Source: an optimization exercise on an open RTL-to-GDS flow (aim: small area). Production flows keep margins and buffers that such runs may drop.
The RTL was checked by simulation tests, not by an equivalence proof against the original design.
No activity file was given, so power comes from the tool's default toggle rates.

==> harbor <==
Design reg_file_2r1w, start of the top module:
module reg_file_2r1w #(
  parameter int N      = 32,
  parameter int ADDR_W = 5
) (
  input  logic              clk,
  input  logic              rst,
  input  logic [ADDR_W-1:0] rd_addr0,
  input  logic [ADDR_W-1:0] rd_addr1,
  output logic [N-1:0]      rd_data0,
  output logic [N-1:0]      rd_data1,
  input  logic              wr_ena,
  input  logic [ADDR_W-1:0] wr_addr,
  input  logic [N-1:0]      wr_data
);
==> module rf_aoi222, before the edit <==
module rf_aoi222 (
  input  logic a1, b1, a2, b2, a3, b3,
  output logic y_n
);
  assign y_n = !((a1 && b1) || (a2 && b2) || (a3 && b3));
endmodule
==> module rf_ao221, before the edit <==
module rf_ao221 (
  input  logic a1, b1, a2, b2, c1,
  output logic y
);
  assign y = (a1 && b1) || (a2 && b2) || c1;
endmodule
==> module rf_nand4, before the edit <==
module rf_nand4 (
  input  logic a, b, c, d,
  output logic y
);
  assign y = !(a && b && c && d);
endmodule
==> module rf_nand2, before the edit <==
module rf_nand2 (
  input  logic a, b,
  output logic y
);
  assign y = !(a && b);
endmodule
==> module rf_or3, before the edit <==
module rf_or3 (
  input  logic a, b, c,
  output logic y
);
  assign y = a || b || c;
endmodule
==> module rf_ao21, before the edit <==
module rf_ao21 (
  input  logic a1, a2, b1,
  output logic y
);
  assign y = (a1 && a2) || b1;
endmodule
==> module rf_and3, before the edit <==
module rf_and3 (
  input  logic a, b, c,
  output logic y
);
  assign y = a && b && c;
endmodule
==> module rf_rd_bit, before the edit <==
module rf_rd_bit (
  input  logic [31:0] sel,
  input  logic [31:0] d,
  output logic        y
);
  logic [9:0] p_n;
  logic       q0, q1, q2, r;
  for (genvar g = 0; g < 10; g++) begin : g_aoi
    rf_aoi222 u_aoi (
      .a1(sel[3*g]),   .b1(d[3*g]),
      .a2(sel[3*g+1]), .b2(d[3*g+1]),
      .a3(sel[3*g+2]), .b3(d[3*g+2]),
      .y_n(p_n[g]));
  end
  rf_nand4 u_q0 (.a(p_n[0]), .b(p_n[1]), .c(p_n[2]), .d(p_n[3]), .y(q0));
  rf_nand4 u_q1 (.a(p_n[4]), .b(p_n[5]), .c(p_n[6]), .d(p_n[7]), .y(q1));
  rf_nand2 u_q2 (.a(p_n[8]), .b(p_n[9]), .y(q2));
  rf_ao221 u_r  (.a1(sel[30]), .b1(d[30]), .a2(sel[31]), .b2(d[31]), .c1(q2), .y(r));
  rf_or3   u_y  (.a(q0), .b(q1), .c(r), .y(y));
endmodule
==> module rf_rd_dec, before the edit <==
module rf_rd_dec (
  input  logic [4:0]  rd_addr,
  input  logic [4:0]  wr_addr,
  input  logic        wr_act,
  input  logic [31:1] nwact,
  output logic [31:0] sel
);
  logic [3:0] hi;
  logic [7:0] lo;
  always_comb begin
    for (int j = 0; j < 4; j++) hi[j] = (rd_addr[4:3] == 2'(j));
    for (int k = 0; k < 8; k++) lo[k] = (rd_addr[2:0] == 3'(k));
    sel[0] = wr_act && (wr_addr == rd_addr) && (rd_addr != '0);
  end
  for (genvar i = 1; i < 32; i++) begin : g_sel
    rf_and3 u_sel (.a(hi[i / 8]), .b(lo[i % 8]), .c(nwact[i]), .y(sel[i]));
  end
endmodule
==> module reg_file_2r1w, before the edit <==
module reg_file_2r1w #(
  parameter int N      = 32,
  parameter int ADDR_W = 5
) (
  input  logic              clk,
  input  logic              rst,
  input  logic [ADDR_W-1:0] rd_addr0,
  input  logic [ADDR_W-1:0] rd_addr1,
  output logic [N-1:0]      rd_data0,
  output logic [N-1:0]      rd_data1,
  input  logic              wr_ena,
  input  logic [ADDR_W-1:0] wr_addr,
  input  logic [N-1:0]      wr_data
);
  localparam int NREG = 2 ** ADDR_W;
  logic [N-1:0]    regs_q [1:NREG-1];
  logic [3:0]      whi;
  logic [3:0]      ahi;
  logic [7:0]      wlo;
  logic [NREG-1:1] wr_en;
  logic [N-1:0]    wr_val;
  logic            wr_act;
  logic [NREG-1:1] nwact;
  logic [NREG-1:0] sel0;
  logic [NREG-1:0] sel1;
  always_comb begin
    wr_act = wr_ena && !rst;
    wr_val = rst ? '0 : wr_data;
    for (int j = 0; j < 4; j++) begin
      whi[j] = wr_ena && (wr_addr[4:3] == 2'(j));
      ahi[j] = wr_act && (wr_addr[4:3] == 2'(j));
    end
    for (int k = 0; k < 8; k++) wlo[k] = (wr_addr[2:0] == 3'(k));
  end
  for (genvar i = 1; i < NREG; i++) begin : g_wen
    rf_ao21  u_wen (.a1(whi[i / 8]), .a2(wlo[i % 8]), .b1(rst), .y(wr_en[i]));
    rf_nand2 u_act (.a(ahi[i / 8]), .b(wlo[i % 8]), .y(nwact[i]));
  end
  always_ff @(posedge clk) begin
    for (int i = 1; i < NREG; i++) begin
      if (wr_en[i]) regs_q[i] <= wr_val;
    end
  end
  rf_rd_dec u_dec0 (.rd_addr(rd_addr0), .wr_addr(wr_addr), .wr_act(wr_act), .nwact(nwact), .sel(sel0));
  rf_rd_dec u_dec1 (.rd_addr(rd_addr1), .wr_addr(wr_addr), .wr_act(wr_act), .nwact(nwact), .sel(sel1));
  for (genvar b = 0; b < N; b++) begin : g_bit
    logic [NREG-1:0] col;
    always_comb begin
      col[0] = wr_data[b];
      for (int i = 1; i < NREG; i++) col[i] = regs_q[i][b];
    end
    rf_rd_bit u_rd0 (.sel(sel0), .d(col), .y(rd_data0[b]));
    rf_rd_bit u_rd1 (.sel(sel1), .d(col), .y(rd_data1[b]));
  end
endmodule
clock: 6.0 ns
lec_check: 0
cap_margin: 20
core_margin: 2
core_utilization: 55
cts_buf_list: sky130_fd_sc_hd__clkbuf_4
place_density: 0.65
setup_slack_margin: 0.3
slew_margin: 20
synth_hierarchical: 1
standard.sh (not shown) runs the stock make flow with config.mk's settings and CLKGATE_MAP_FILE= SYNTH_SCRIPT=/design/flow/synth_recipe.tcl, a recipe that flattens the netlist after the stock synthesis.
==> flow/flow/run.sh <==
#!/bin/bash
# Own layout flow: the standard ORFS flow (standard.sh, unchanged synthesis) with
#  * port buffers of the smallest plain buffer instead of the default delay-cell buffers;
#  * clock tree synthesis without dummy loads, built from small clock buffers.
# Each tool's full output is kept in ORFS's own logs under orfs/logs; make's output goes to
# flow_make.log here.
set -euo pipefail
export BUFFER_PORTS_ARGS="-buffer_cell sky130_fd_sc_hd__buf_1"
export CTS_ARGS="-sink_clustering_enable -repair_clock_nets -dont_use_dummy_load -sink_clustering_size 10 -sink_clustering_max_diameter 35 -buf_list {sky130_fd_sc_hd__clkbuf_4}"
bash standard.sh finish > flow_make.log 2>&1
==> zinc (differences from harbor) <==
==> flow/design.v (replaced) <==
module reg_file_2r1w #(
  parameter int N      = 32,
  parameter int ADDR_W = 5
) (
  input  logic              clk,
  input  logic              rst,
  input  logic [ADDR_W-1:0] rd_addr0,
  input  logic [ADDR_W-1:0] rd_addr1,
  output logic [N-1:0]      rd_data0,
  output logic [N-1:0]      rd_data1,
  input  logic              wr_ena,
  input  logic [ADDR_W-1:0] wr_addr,
  input  logic [N-1:0]      wr_data
);
  localparam int NREG = 2 ** ADDR_W;
  logic [N-1:0] regs_q [NREG];
  logic [N-1:0] regs_d [NREG];
  logic         wr_act;
  logic         byp0;
  logic         byp1;
  always_comb begin
    wr_act = wr_ena && (wr_addr != '0) && !rst;
    for (int i = 0; i < NREG; i++) begin
      regs_d[i] = regs_q[i];
    end
    regs_d[0] = '0;
    if (wr_act) begin
      regs_d[wr_addr] = wr_data;
    end
  end
  always_ff @(posedge clk) begin
    if (rst) begin
      for (int i = 0; i < NREG; i++) begin
        regs_q[i] <= '0;
      end
    end else begin
      for (int i = 0; i < NREG; i++) begin
        regs_q[i] <= regs_d[i];
      end
    end
  end
  always_comb begin
    byp0 = wr_act && (wr_addr == rd_addr0);
    byp1 = wr_act && (wr_addr == rd_addr1);
    rd_data0 = '0;
    if (rd_addr0 != '0) begin
      rd_data0 = byp0 ? wr_data : regs_q[rd_addr0];
    end
    rd_data1 = '0;
    if (rd_addr1 != '0) begin
      rd_data1 = byp1 ? wr_data : regs_q[rd_addr1];
    end
  end
endmodule
==> flow/run.sh (new file) <==
#!/bin/bash
# synth_recipe.tcl (not shown) runs the flow's synth.tcl, then flattens the netlist and writes it again
# the make line also repeats each setting of config.mk as NAME=value (left out here)
make -C /OpenROAD-flow-scripts/flow DESIGN_CONFIG=/design/flow/config.mk WORK_HOME=/design/flow/orfs CLKGATE_MAP_FILE= SYNTH_SCRIPT=/design/flow/synth_recipe.tcl finish
CORE_UTILIZATION = 30   (was 55)
CTS_BUF_LIST = default   (was sky130_fd_sc_hd__clkbuf_4)
PLACE_DENSITY = 0.45   (was 0.65)
SETUP_SLACK_MARGIN = 0.5   (was 0.3)
SYNTH_HIERARCHICAL = default   (was 1)
removed: flow/flow/run.sh
removed: flow/standard.sh
==> tundra (differences from harbor) <==
==> flow/design.v (replaced) <==
module rf_aoi222 (
  input  logic a1, b1, a2, b2, a3, b3,
  output logic y_n
);
  assign y_n = !((a1 && b1) || (a2 && b2) || (a3 && b3));
endmodule
module rf_aoi22 (
  input  logic a1, b1, a2, b2,
  output logic y_n
);
  assign y_n = !((a1 && b1) || (a2 && b2));
endmodule
module rf_rd_bit (
  input  logic [31:0] sel,
  input  logic [31:0] d,
  output logic        y
);
  logic [10:0] p_n;
  for (genvar g = 0; g < 10; g++) begin : g_aoi
    rf_aoi222 u_aoi (
      .a1(sel[3*g]),   .b1(d[3*g]),
      .a2(sel[3*g+1]), .b2(d[3*g+1]),
      .a3(sel[3*g+2]), .b3(d[3*g+2]),
      .y_n(p_n[g]));
  end
  rf_aoi22 u_aoi_last (.a1(sel[30]), .b1(d[30]), .a2(sel[31]), .b2(d[31]), .y_n(p_n[10]));
  assign y = !(&p_n);
endmodule
module rf_rd_dec (
  input  logic [4:0]  rd_addr,
  input  logic [4:0]  wr_addr,
  input  logic        wr_act,
  input  logic [31:1] wact,
  output logic [31:0] sel
);
  always_comb begin
    sel[0] = wr_act && (wr_addr == rd_addr) && (rd_addr != '0);
    for (int i = 1; i < 32; i++) begin
      sel[i] = (rd_addr == 5'(i)) && !wact[i];
    end
  end
endmodule
module reg_file_2r1w #(
  parameter int N      = 32,
  parameter int ADDR_W = 5
) (
  input  logic              clk,
  input  logic              rst,
  input  logic [ADDR_W-1:0] rd_addr0,
  input  logic [ADDR_W-1:0] rd_addr1,
  output logic [N-1:0]      rd_data0,
  output logic [N-1:0]      rd_data1,
  input  logic              wr_ena,
  input  logic [ADDR_W-1:0] wr_addr,
  input  logic [N-1:0]      wr_data
);
  localparam int NREG = 2 ** ADDR_W;
  logic [N-1:0]    regs_q [1:NREG-1];
  logic [NREG-1:1] wr_en;
  logic [N-1:0]    wr_val;
  logic            wr_act;
  logic [NREG-1:1] wact;
  logic [NREG-1:0] sel0;
  logic [NREG-1:0] sel1;
  always_comb begin
    wr_act = wr_ena && !rst;
    wr_val = rst ? '0 : wr_data;
    for (int i = 1; i < NREG; i++) begin
      wr_en[i] = rst || (wr_ena && (wr_addr == ADDR_W'(i)));
      wact[i]  = wr_act && (wr_addr == ADDR_W'(i));
    end
  end
  always_ff @(posedge clk) begin
    for (int i = 1; i < NREG; i++) begin
      if (wr_en[i]) regs_q[i] <= wr_val;
    end
  end
  rf_rd_dec u_dec0 (.rd_addr(rd_addr0), .wr_addr(wr_addr), .wr_act(wr_act), .wact(wact), .sel(sel0));
  rf_rd_dec u_dec1 (.rd_addr(rd_addr1), .wr_addr(wr_addr), .wr_act(wr_act), .wact(wact), .sel(sel1));
  for (genvar b = 0; b < N; b++) begin : g_bit
    logic [NREG-1:0] col;
    always_comb begin
      col[0] = wr_data[b];
      for (int i = 1; i < NREG; i++) col[i] = regs_q[i][b];
    end
    rf_rd_bit u_rd0 (.sel(sel0), .d(col), .y(rd_data0[b]));
    rf_rd_bit u_rd1 (.sel(sel1), .d(col), .y(rd_data1[b]));
  end
endmodule
==> flow/flow/run.sh (replaced) <==
#!/bin/bash
# Own layout flow: the standard ORFS flow (standard.sh, unchanged synthesis) with
#  * port buffers of the smallest plain buffer instead of the default delay-cell buffers;
#  * clock tree synthesis without dummy loads and with somewhat larger sink clusters;
#  * power recovery after global routing, which downsizes gates off the critical paths.
# Each tool's full output is kept in ORFS's own logs under orfs/logs; make's output goes to
# flow_make.log here.
set -euo pipefail
export BUFFER_PORTS_ARGS="-buffer_cell sky130_fd_sc_hd__buf_1"
export CTS_ARGS="-sink_clustering_enable -repair_clock_nets -dont_use_dummy_load -sink_clustering_size 16 -sink_clustering_max_diameter 45 -buf_list {sky130_fd_sc_hd__clkbuf_4 sky130_fd_sc_hd__clkbuf_8}"
export RECOVER_POWER=100
bash standard.sh finish > flow_make.log 2>&1
CTS_BUF_LIST = sky130_fd_sc_hd__clkbuf_4 sky130_fd_sc_hd__clkbuf_8   (was sky130_fd_sc_hd__clkbuf_4)
==> xenon (differences from harbor) <==
--- a/flow/design.v
+++ b/flow/design.v
@@ -33,6 +33,12 @@
   output logic y
 );
   assign y = (a1 && a2) || b1;
+endmodule
+module rf_and2 (
+  input  logic a, b,
+  output logic y
+);
+  assign y = a && b;
 endmodule
 module rf_and3 (
   input  logic a, b, c,
@@ -100,17 +106,21 @@
   logic [NREG-1:1] wr_en;
   logic [N-1:0]    wr_val;
   logic            wr_act;
+  logic            nrst;
   logic [NREG-1:1] nwact;
   logic [NREG-1:0] sel0;
   logic [NREG-1:0] sel1;
   always_comb begin
     wr_act = wr_ena && !rst;
-    wr_val = rst ? '0 : wr_data;
+    nrst   = !rst;
     for (int j = 0; j < 4; j++) begin
       whi[j] = wr_ena && (wr_addr[4:3] == 2'(j));
       ahi[j] = wr_act && (wr_addr[4:3] == 2'(j));
     end
     for (int k = 0; k < 8; k++) wlo[k] = (wr_addr[2:0] == 3'(k));
+  end
+  for (genvar b = 0; b < N; b++) begin : g_wval
+    rf_and2 u_wval (.a(wr_data[b]), .b(nrst), .y(wr_val[b]));
   end
   for (genvar i = 1; i < NREG; i++) begin : g_wen
     rf_ao21  u_wen (.a1(whi[i / 8]), .a2(wlo[i % 8]), .b1(rst), .y(wr_en[i]));
==> notes <==
xenon finished clean. tundra completed, yet does not pass: capacitance limit, slew limit. zinc finished clean. harbor passed the timing, design-rule and antenna checks.
Clock power: zinc is larger than tundra (120%).
Sequential share of layout area: zinc < tundra < harbor < xenon.
Hold slack: tundra is higher than harbor (0.16 ns).
Final cell count, highest first: zinc, tundra, harbor, xenon.
In harbor the core utilization is lower than in tundra, by 0.92 points.

-- re-timing with driven ports --
The flow's constraints put no driver on any port. The routed layouts listed below were extracted and timed again, unchanged, in two steps.
Step 1 sets driving cells, clkbuf_16 on the clock port and buf_2 on the other inputs (assumed; they add their load-dependent delay and slew).
Step 2 also shifts input and output timing later by t, the mid clock arrival at the registers, as if the neighbouring blocks saw the same clock.
a / b / c = ideal / step 1 / step 2; a / b = the first two.
run | t (ns) | setup WS [ns] | hold WS [ns] | latest minus earliest clock arrival (ns) | worst slew at a driven data input, ns
harbor | 1.039 | 0.327 / 0.295 / 0.295 | 0.730 / 0.689 / 1.728 | 0.114 / 0.114 | 0.11
zinc | 0.893 | 0.349 / 0.178 / 0.178 | 0.468 / 0.468 / 0.468 | 0.069 / 0.068 | 0.33
tundra | 0.783 | 0.139 / 0.111 / 0.111 | 0.892 / 0.880 / 1.663 | 0.144 / 0.145 | 0.06
xenon | 1.073 | 0.259 / 0.234 / 0.234 | 0.867 / 0.836 / 1.909 | 0.148 / 0.148 | 0.06
The setup slack of zinc, which loses most, moves by -0.171 ns with the drivers and by -0.171 ns with both steps.
